From an optimization exercise on the open Yosys and OpenROAD flow, aimed at small area, a short achievable clock period and few clock cycles; shortcuts taken in it are not production practice. Only simulation tests tie the RTL to the original design; equivalence was not proved.

==> 04-26 <==
==> flow/design.v <==
module rv_mdu #(
  parameter int unsigned XLEN = 64
) (
  input  logic            clk,
  input  logic            rstn,
  input  logic            flush,
  input  logic            in_valid,
  output logic            in_ready,
  input  logic [3:0]      op,
  input  logic [XLEN-1:0] a,
  input  logic [XLEN-1:0] b,
  output logic            out_valid,
  input  logic            out_ready,
  output logic [XLEN-1:0] res
);
  typedef enum logic [1:0] {IDLE, MUL, DIV, FIX} state_e;
  function automatic logic [6:0] lzc64(input logic [63:0] x);
    logic [31:0]      z1; logic [31:0]      c1;
    logic [15:0]      z2; logic [15:0][1:0] c2;
    logic [7:0]       z3; logic [7:0][2:0]  c3;
    logic [3:0]       z4; logic [3:0][3:0]  c4;
    logic [1:0]       z5; logic [1:0][4:0]  c5;
    logic             z6; logic [5:0]       c6;
    for (int i = 0; i < 32; i++) begin
      z1[i] = !x[2*i+1] && !x[2*i];
      c1[i] = !x[2*i+1];
    end
    for (int i = 0; i < 16; i++) begin
      z2[i] = z1[2*i+1] && z1[2*i];
      c2[i] = z1[2*i+1] ? {1'b1, c1[2*i]} : {1'b0, c1[2*i+1]};
    end
    for (int i = 0; i < 8; i++) begin
      z3[i] = z2[2*i+1] && z2[2*i];
      c3[i] = z2[2*i+1] ? {1'b1, c2[2*i]} : {1'b0, c2[2*i+1]};
    end
    for (int i = 0; i < 4; i++) begin
      z4[i] = z3[2*i+1] && z3[2*i];
      c4[i] = z3[2*i+1] ? {1'b1, c3[2*i]} : {1'b0, c3[2*i+1]};
    end
    for (int i = 0; i < 2; i++) begin
      z5[i] = z4[2*i+1] && z4[2*i];
      c5[i] = z4[2*i+1] ? {1'b1, c4[2*i]} : {1'b0, c4[2*i+1]};
    end
    z6 = z5[1] && z5[0];
    c6 = z5[1] ? {1'b1, c5[0]} : {1'b0, c5[1]};
    lzc64 = z6 ? 7'd64 : {1'b0, c6};
  endfunction
  state_e         st_q, st_d;
  logic           full_q, vld_q;
  logic [6:0]     cnt_q, cnt_d;
  logic [3:0]     op_q, op_d, iop_q;
  logic           rw_q, rw_d, neg_q, neg_d, fhi_q, fhi_d, fmh_q, fmh_d;
  logic [127:0]   r_q, r_d;
  logic [65:0]    d_q, d_d;
  logic [63:0]    ia_q, ib_q;
  logic [6:0]     lza_q, lzb_q;
  logic           first_q, first_d;
  logic        i_w, i_sa, i_sb;
  logic [63:0] i_mask, i_ma, i_mb;
  logic [6:0]  lzi_a, lzi_b;
  always_comb begin
    i_w    = op[3];
    i_mask = i_w ? 64'h0000_0000_FFFF_FFFF : '1;
    if (op[2]) begin
      i_sa = !op[0] && (i_w ? a[31] : a[63]);
      i_sb = !op[0] && (i_w ? b[31] : b[63]);
    end else begin
      i_sa = (op[1:0] != 2'b11) && (i_w ? a[31] : a[63]);
      i_sb = ((op[1:0] == 2'b01) || (op[1:0] == 2'b00)) && (i_w ? b[31] : b[63]);
    end
    i_ma  = (a ^ {64{i_sa}}) & i_mask;
    i_mb  = (b ^ {64{i_sb}}) & i_mask;
    lzi_a = lzc64(i_sa ? {i_ma[62:0], 1'b1} : i_ma);
    lzi_b = lzc64(i_mb);
  end
  logic           wop, isdiv, mlo, mhi, legal, sa_en, sb_en, sa, sb, bzero, qzero;
  logic [63:0]    mask, aw, bw, nega, negb, maga, magb;
  logic [3:0]     za, zb, zy;
  logic           ysel_a, sy, sx;
  logic [63:0]    ymag, xw, negx, dmul;
  logic [7:0]     sd_raw;
  logic [5:0]     sd, sh_amt;
  logic [63:0]    sh_in;
  logic [65:0]    sh_out;
  always_comb begin
    wop    = iop_q[3];
    isdiv  = iop_q[2];
    mlo    = !iop_q[2] && (iop_q[1:0] == 2'b00);
    mhi    = !iop_q[2] && (iop_q[1:0] != 2'b00);
    legal  = !iop_q[3] || iop_q[2] || (iop_q[1:0] == 2'b00);
    mask   = wop ? 64'h0000_0000_FFFF_FFFF : '1;
    aw     = ia_q & mask;
    bw     = ib_q & mask;
    if (iop_q[2]) begin
      sa_en = !iop_q[0];
      sb_en = !iop_q[0];
    end else begin
      sa_en = (iop_q[1:0] != 2'b11);
      sb_en = (iop_q[1:0] == 2'b01) || (iop_q[1:0] == 2'b00);
    end
    sa     = sa_en && (wop ? ia_q[31] : ia_q[63]);
    sb     = sb_en && (wop ? ib_q[31] : ib_q[63]);
    nega   = ~aw + 64'd1;
    negb   = ~bw + 64'd1;
    maga   = (sa ? nega : aw) & mask;
    magb   = (sb ? negb : bw) & mask;
    bzero  = (bw == '0);
    za     = lza_q[6:3];
    zb     = 4'((lzb_q - 7'(sb)) >> 3);
    ysel_a = (za >= zb);
    ymag   = ysel_a ? maga : magb;
    zy     = ysel_a ? za : zb;
    sy     = ysel_a ? sa : sb;
    sx     = ysel_a ? sb : sa;
    xw     = ysel_a ? bw : aw;
    negx   = ysel_a ? negb : nega;
    dmul   = (mlo ? sy : sx) ? negx : xw;
    sd_raw = 8'(lzb_q) - 8'(lza_q);
    qzero  = sd_raw[7];
    sd     = sd_raw[7] ? 6'd0 : (sd_raw[6] ? 6'd63 : sd_raw[5:0]);
    sh_in  = isdiv ? magb : ymag;
    sh_amt = isdiv ? {sd[5:1], 1'b0} : {zy[2:0], 3'b000};
    sh_out = {2'b0, sh_in} << sh_amt;
  end
  function automatic logic [73:0] csa_s(input logic [73:0] x, y, z);
    csa_s = x ^ y ^ z;
  endfunction
  function automatic logic [73:0] csa_c(input logic [73:0] x, y, z);
    csa_c = {((x[72:0] & y[72:0]) | (x[72:0] & z[72:0]) | (y[72:0] & z[72:0])), 1'b0};
  endfunction
  function automatic logic [11:0] bdec(input logic [8:0] y);
    for (int k = 0; k < 4; k++) begin
      bdec[3*k]   = y[2*k+1] ^ y[2*k];
      bdec[3*k+1] = (y[2*k+2] && !y[2*k+1] && !y[2*k]) || (!y[2*k+2] && y[2*k+1] && y[2*k]);
      bdec[3*k+2] = y[2*k+2] && !(y[2*k+1] && y[2*k]);
    end
  endfunction
  function automatic logic [73:0] bpp(input logic [2:0] c, input logic [63:0] dv, input int k);
    logic [73:0] m;
    m   = ({74{c[0]}} & {10'b0, dv}) | ({74{c[1]}} & {9'b0, dv, 1'b0});
    bpp = ({74{c[2]}} ^ m) << (2 * k);
  endfunction
  logic [11:0]  bc_q, bc_d;
  logic [73:0]  row0, pp0, pp1, pp2, pp3, s1, c1, s2, c2, s3, c3, sum;
  logic [55:0]  hi_inc, hi_p1, hi_m1;
  logic [69:0]  t1, t2, t3;
  logic [68:0]  u3;
  logic [69:0]  v3;
  logic         q1, q2, q3;
  logic [1:0]   qq;
  logic [63:0]  rem, rem4, qsh;
  logic [63:0]  fsrc, fneg;
  function automatic logic [69:0] bk70(input logic [69:0] x, y, input logic ci);
    logic [69:0] g, p, pp;
    logic [70:0] c;
    pp = x ^ y;
    g  = x & y;
    p  = pp;
    g[0] = g[0] | (p[0] & ci);
    for (int d = 1; d < 70; d = d * 2)
      for (int i = 2 * d - 1; i < 70; i = i + 2 * d) begin
        g[i] = g[i] | (p[i] & g[i - d]);
        p[i] = p[i] & p[i - d];
      end
    for (int d = 32; d >= 1; d = d / 2)
      for (int i = 3 * d - 1; i < 70; i = i + 2 * d) begin
        g[i] = g[i] | (p[i] & g[i - d]);
        p[i] = p[i] & p[i - d];
      end
    c[0] = ci;
    for (int i = 0; i < 70; i++) c[i + 1] = g[i];
    bk70 = pp ^ c[69:0];
  endfunction
  always_comb begin
    pp0   = bpp(bc_q[2:0], d_q[63:0], 0);
    pp1   = bpp(bc_q[5:3], d_q[63:0], 1);
    pp2   = bpp(bc_q[8:6], d_q[63:0], 2);
    pp3   = bpp(bc_q[11:9], d_q[63:0], 3);
    if (first_q) row0 = {2'b0, ({64{r_q[127]}} & d_q[63:0]), 8'b0};
    else         row0 = {2'b0, r_q[63:0], 8'b0};
    row0[0] = bc_q[2];
    row0[2] = bc_q[5];
    row0[4] = bc_q[8];
    row0[6] = bc_q[11];
    s1    = csa_s(row0, pp0, pp1);
    c1    = csa_c(row0, pp0, pp1);
    s2    = csa_s(s1, c1, pp2);
    c2    = csa_c(s1, c1, pp2);
    s3    = csa_s(s2, c2, pp3);
    c3    = csa_c(s2, c2, pp3);
    sum    = s3 + c3;
    hi_p1  = r_q[119:64] + 56'd1;
    hi_m1  = r_q[119:64] - 56'd1;
    hi_inc = sum[73] ? hi_m1 : (sum[72] ? hi_p1 : r_q[119:64]);
    rem    = r_q[127:64];
    t1     = bk70({6'b0, rem}, ~{4'b0, d_q}, 1'b1);
    t2     = bk70({6'b0, rem}, ~{3'b0, d_q, 1'b0}, 1'b1);
    u3     = {5'b0, rem} ^ ~{3'b0, d_q} ^ ~{2'b0, d_q, 1'b0};
    v3     = {(({5'b0, rem} & ~{3'b0, d_q}) | ({5'b0, rem} & ~{2'b0, d_q, 1'b0}) |
               (~{3'b0, d_q} & ~{2'b0, d_q, 1'b0})), 1'b1};
    t3     = bk70({1'b0, u3}, {1'b0, v3[68:0]}, 1'b1);
    q1     = !t1[69];
    q2     = !t2[69];
    q3     = !t3[68];
    qq     = {q2, q3 || (q1 && !q2)};
    if (q3)      rem4 = t3[63:0];
    else if (q2) rem4 = t2[63:0];
    else if (q1) rem4 = t1[63:0];
    else         rem4 = rem;
    qsh    = {(first_q ? 62'b0 : r_q[61:0]), qq};
    fsrc   = fhi_q ? r_q[127:64] : r_q[63:0];
    fneg   = ~fsrc + 64'(!fmh_q || (r_q[63:0] == '0));
  end
  logic acc, take, stall, fin;
  always_comb begin
    st_d    = st_q;
    cnt_d   = cnt_q;
    op_d    = op_q;
    rw_d    = rw_q;
    neg_d   = neg_q;
    fhi_d   = fhi_q;
    fmh_d   = fmh_q;
    r_d     = r_q;
    d_d     = d_q;
    first_d = first_q;
    fin     = 1'b0;
    bc_d    = bdec({r_q[119:111] & {8'hFF, (cnt_q != 7'd2)}});
    stall   = vld_q && !out_ready && (st_q != IDLE);
    if (!stall) begin
      first_d = 1'b0;
      unique case (st_q)
        MUL: begin
          r_d   = {hi_inc, sum[71:0]};
          cnt_d = cnt_q - 7'd1;
          if (cnt_q == 7'd1) begin
            if (fmh_q) st_d = FIX;
            else       fin  = 1'b1;
          end
        end
        DIV: begin
          r_d[127:64] = rem4;
          r_d[63:0]   = ((cnt_q == 7'd1) && op_q[1]) ? rem4 : qsh;
          d_d         = d_q >> 2;
          cnt_d       = cnt_q - 7'd1;
          if (cnt_q == 7'd1) begin
            if (neg_q) st_d = FIX;
            else       fin  = 1'b1;
          end
        end
        FIX: begin
          r_d[63:0] = neg_q ? fneg : fsrc;
          fin       = 1'b1;
        end
        default: ;
      endcase
      if (fin) begin
        rw_d = op_q[3];
        st_d = IDLE;
      end
    end
    take = full_q && ((st_q == IDLE) || fin);
    if (take) begin
      op_d    = iop_q;
      fmh_d   = mhi;
      first_d = 1'b1;
      if (!legal) begin
        r_d[127:64] = '0;
        neg_d       = 1'b0;
        fhi_d       = 1'b1;
        st_d        = FIX;
      end else if (isdiv) begin
        d_d   = sh_out;
        cnt_d = 7'(sd >> 1) + 7'd1;
        neg_d = iop_q[1] ? sa : (sa ^ sb);
        if (bzero || qzero) begin
          r_d[127:64] = iop_q[1] ? maga : {64{bzero}};
          neg_d       = iop_q[1] && sa;
          fhi_d       = 1'b1;
          st_d        = FIX;
        end else begin
          r_d[127:64] = maga;
          fhi_d       = 1'b0;
          st_d        = DIV;
        end
      end else begin
        r_d[127:64] = sh_out[63:0];
        d_d         = {2'b0, dmul};
        bc_d        = bdec({sh_out[63:55] & {8'hFF, (zy != 4'd7)}});
        cnt_d       = 7'd8 - 7'(zy);
        neg_d       = sa ^ sb;
        fhi_d       = 1'b1;
        st_d        = (zy == 4'd8) ? FIX : MUL;
        if (zy == 4'd8) neg_d = 1'b0;
      end
    end
  end
  always_ff @(posedge clk or negedge rstn) begin
    if (!rstn) begin
      st_q   <= IDLE;
      full_q <= 1'b0;
      vld_q  <= 1'b0;
    end else if (flush) begin
      st_q   <= IDLE;
      full_q <= 1'b0;
      vld_q  <= 1'b0;
    end else begin
      st_q   <= st_d;
      full_q <= acc || (full_q && !take);
      vld_q  <= fin || (vld_q && !out_ready);
    end
  end
  always_ff @(posedge clk) begin
    cnt_q   <= cnt_d;
    op_q    <= op_d;
    rw_q    <= rw_d;
    neg_q   <= neg_d;
    fhi_q   <= fhi_d;
    fmh_q   <= fmh_d;
    r_q     <= r_d;
    bc_q    <= (stall && !take) ? bc_q : bc_d;
    d_q     <= d_d;
    first_q <= first_d;
    if (acc) begin
      ia_q  <= a;
      ib_q  <= b;
      iop_q <= op;
      lza_q <= lzi_a;
      lzb_q <= lzi_b;
    end
  end
  assign in_ready  = !full_q || take;
  assign acc       = in_valid && in_ready && !flush;
  assign out_valid = vld_q;
  assign res       = rw_q ? {{32{r_q[31]}}, r_q[31:0]} : r_q[63:0];
endmodule
==> flow/run.sh <==
#!/bin/bash
# synth_recipe.tcl (not shown) runs the flow's synth.tcl, then flattens the netlist and writes it again
# the make line also repeats each setting of config.mk as NAME=value (left out here)
make -C /OpenROAD-flow-scripts/flow DESIGN_CONFIG=/design/flow/config.mk WORK_HOME=/design/flow/orfs CLKGATE_MAP_FILE= SYNTH_SCRIPT=/design/flow/synth_recipe.tcl finish
==> flow/config.mk <==
export PLATFORM = sky130hd
export DESIGN_NAME = rv_mdu
export DESIGN_NICKNAME = rv_mdu
export VERILOG_FILES = /design/flow/design.v
export SDC_FILE = /design/flow/constraint.sdc
export NUM_CORES = 4
export LEC_CHECK = 0
export CAP_MARGIN = 35
export CORE_MARGIN = 2
export CORE_UTILIZATION = 45
export SETUP_SLACK_MARGIN = 4
export SLEW_MARGIN = 35
==> flow/constraint.sdc <==
create_clock -name core_clock -period 10.0 [get_ports {clk}]
set_input_delay 2.0000 -clock core_clock [delete_from_list [all_inputs] [get_ports {clk}]]
set_output_delay 2.0000 -clock core_clock [all_outputs]
set_load 0.01 [all_outputs]
==> inputs of 01-16, as changes to 04-26 <==
Settings changed: PLACE_DENSITY set to 0.7.
==> inputs of 03-15, as changes to 04-26 <==
--- a/flow/design.v
+++ b/flow/design.v
@@ -56,3 +56,3 @@
   logic [6:0]     lza_q, lzb_q;
-  logic           first_q, first_d;
+  logic           first_q, first_d, last_q;
   logic        i_w, i_sa, i_sb;
@@ -130,15 +130,13 @@
   endfunction
-  function automatic logic [11:0] bdec(input logic [8:0] y);
-    for (int k = 0; k < 4; k++) begin
-      bdec[3*k]   = y[2*k+1] ^ y[2*k];
-      bdec[3*k+1] = (y[2*k+2] && !y[2*k+1] && !y[2*k]) || (!y[2*k+2] && y[2*k+1] && y[2*k]);
-      bdec[3*k+2] = y[2*k+2] && !(y[2*k+1] && y[2*k]);
-    end
-  endfunction
-  function automatic logic [73:0] bpp(input logic [2:0] c, input logic [63:0] dv, input int k);
+  function automatic logic [73:0] bpp(input logic [2:0] y, input logic [63:0] dv, input int k);
+    logic one, two, neg;
     logic [73:0] m;
-    m   = ({74{c[0]}} & {10'b0, dv}) | ({74{c[1]}} & {9'b0, dv, 1'b0});
-    bpp = ({74{c[2]}} ^ m) << (2 * k);
+    one = y[1] ^ y[0];
+    two = (y[2] && !y[1] && !y[0]) || (!y[2] && y[1] && y[0]);
+    neg = y[2] && !(y[1] && y[0]);
+    m   = ({74{one}} & {10'b0, dv}) | ({74{two}} & {9'b0, dv, 1'b0});
+    bpp = ({74{neg}} ^ m) << (2 * k);
   endfunction
-  logic [11:0]  bc_q, bc_d;
+  logic [8:0]   yb;
+  logic [3:0]   bneg;
   logic [73:0]  row0, pp0, pp1, pp2, pp3, s1, c1, s2, c2, s3, c3, sum;
@@ -174,12 +172,14 @@
   always_comb begin
-    pp0   = bpp(bc_q[2:0], d_q[63:0], 0);
-    pp1   = bpp(bc_q[5:3], d_q[63:0], 1);
-    pp2   = bpp(bc_q[8:6], d_q[63:0], 2);
-    pp3   = bpp(bc_q[11:9], d_q[63:0], 3);
-    if (first_q) row0 = {2'b0, ({64{r_q[127]}} & d_q[63:0]), 8'b0};
+    yb    = {r_q[127:120], r_q[119] && !last_q};
+    for (int k = 0; k < 4; k++) bneg[k] = yb[2*k+2] && !(yb[2*k+1] && yb[2*k]);
+    pp0   = bpp(yb[2:0], d_q[63:0], 0);
+    pp1   = bpp(yb[4:2], d_q[63:0], 1);
+    pp2   = bpp(yb[6:4], d_q[63:0], 2);
+    pp3   = bpp(yb[8:6], d_q[63:0], 3);
+    if (first_q) row0 = {2'b0, ({64{yb[8]}} & d_q[63:0]), 8'b0};
     else         row0 = {2'b0, r_q[63:0], 8'b0};
-    row0[0] = bc_q[2];
-    row0[2] = bc_q[5];
-    row0[4] = bc_q[8];
-    row0[6] = bc_q[11];
+    row0[0] = bneg[0];
+    row0[2] = bneg[1];
+    row0[4] = bneg[2];
+    row0[6] = bneg[3];
     s1    = csa_s(row0, pp0, pp1);
@@ -226,3 +226,2 @@
     fin     = 1'b0;
-    bc_d    = bdec({r_q[119:111] & {8'hFF, (cnt_q != 7'd2)}});
     stall   = vld_q && !out_ready && (st_q != IDLE);
@@ -287,3 +286,2 @@
         d_d         = {2'b0, dmul};
-        bc_d        = bdec({sh_out[63:55] & {8'hFF, (zy != 4'd7)}});
         cnt_d       = 7'd8 - 7'(zy);
@@ -319,5 +317,5 @@
     r_q     <= r_d;
-    bc_q    <= (stall && !take) ? bc_q : bc_d;
     d_q     <= d_d;
     first_q <= first_d;
+    last_q  <= (cnt_d == 7'd1);
     if (acc) begin
==> inputs of 09-07, as changes to 04-26 <==
Settings changed: CORE_UTILIZATION 45 to 40.
==> comparison table <==
item                                                              03-15           04-26           01-16           09-07
Status                                                   finished clean  finished clean  finished clean  finished clean
Pin count of the biggest net entering global routing                143             141             141             146
Instance area after placement                                66700 um^2      67700 um^2      67800 um^2      67900 um^2
Worst-Margin Slew                                               1010 ps         1080 ps         1180 ps          974 ps
Number of multi-input combinational cells in the layout            6526            6592            6594            6593
Initial drt markers                                                9078           10400           10000            9797
Filler instances                                                  13100           13600           13500           15600
Met3 layer usage reported by global route                         9.90%           8.97%           10.7%           8.72%
ANT cells                                                             4              10               4               5
Multiplexer share of the synthesized area                         3.62%           3.51%           3.51%           3.51%
WL met1                                                          119 mm          120 mm          121 mm          126 mm
Post-CTS Repair Setup Buffers                                       157             106             108             123
TritonCTS buffer count                                               45              46              44              46
Detailed Place HPWL                                              243 mm          244 mm          254 mm          249 mm
Testbench counts of 04-26, summed over its fixed seeds: cycles 20,558.
Testbench counts of 01-16, summed over its fixed seeds: cycles 20,558.
Testbench counts of 03-15, summed over its fixed seeds: cycles 20,558.
Testbench counts of 09-07, summed over its fixed seeds: cycles 20,558.

## afterwards: timing with drivers on the ports
The results above use ideal ports. As a check the final layouts listed here were re-extracted and re-timed, cells and wires unchanged.
Step 1: set_driving_cell puts a clkbuf_16 on clk and a buf_2 on each other input, an assumption about the parent block.
Step 2 adds t to the input delays and takes it off the output delays; t is the mean of the earliest and latest rising clock arrival at the registers after step 1. Input paths then give back, and output paths get back, about the clock's delay inside the block.
Slacks: ideal ports / drivers / drivers and shift; pairs: ideal ports / drivers.
| run | t (ns) | slack for setup (ns) | hold WS [ns] | worst register clock-pin slew, ns |
|---|---|---|---|---|
| 04-26 | 0.725 | 3.508 / 3.508 / 3.508 | 0.449 / 0.449 / 0.449 | 0.07 / 0.07 |
| 01-16 | 0.729 | 3.542 / 3.542 / 3.407 | 0.422 / 0.422 / 0.422 | 0.07 / 0.07 |
| 03-15 | 0.724 | 2.889 / 2.889 / 2.889 | 0.438 / 0.438 / 0.438 | 0.07 / 0.07 |
| 09-07 | 0.728 | 3.542 / 3.542 / 3.542 | 0.459 / 0.459 / 0.459 | 0.07 / 0.07 |
After both steps setup and hold are still met in every run listed. For 01-16, which loses most, drivers alone change the setup slack by 0.000 ns; drivers and shift together by -0.135 ns.
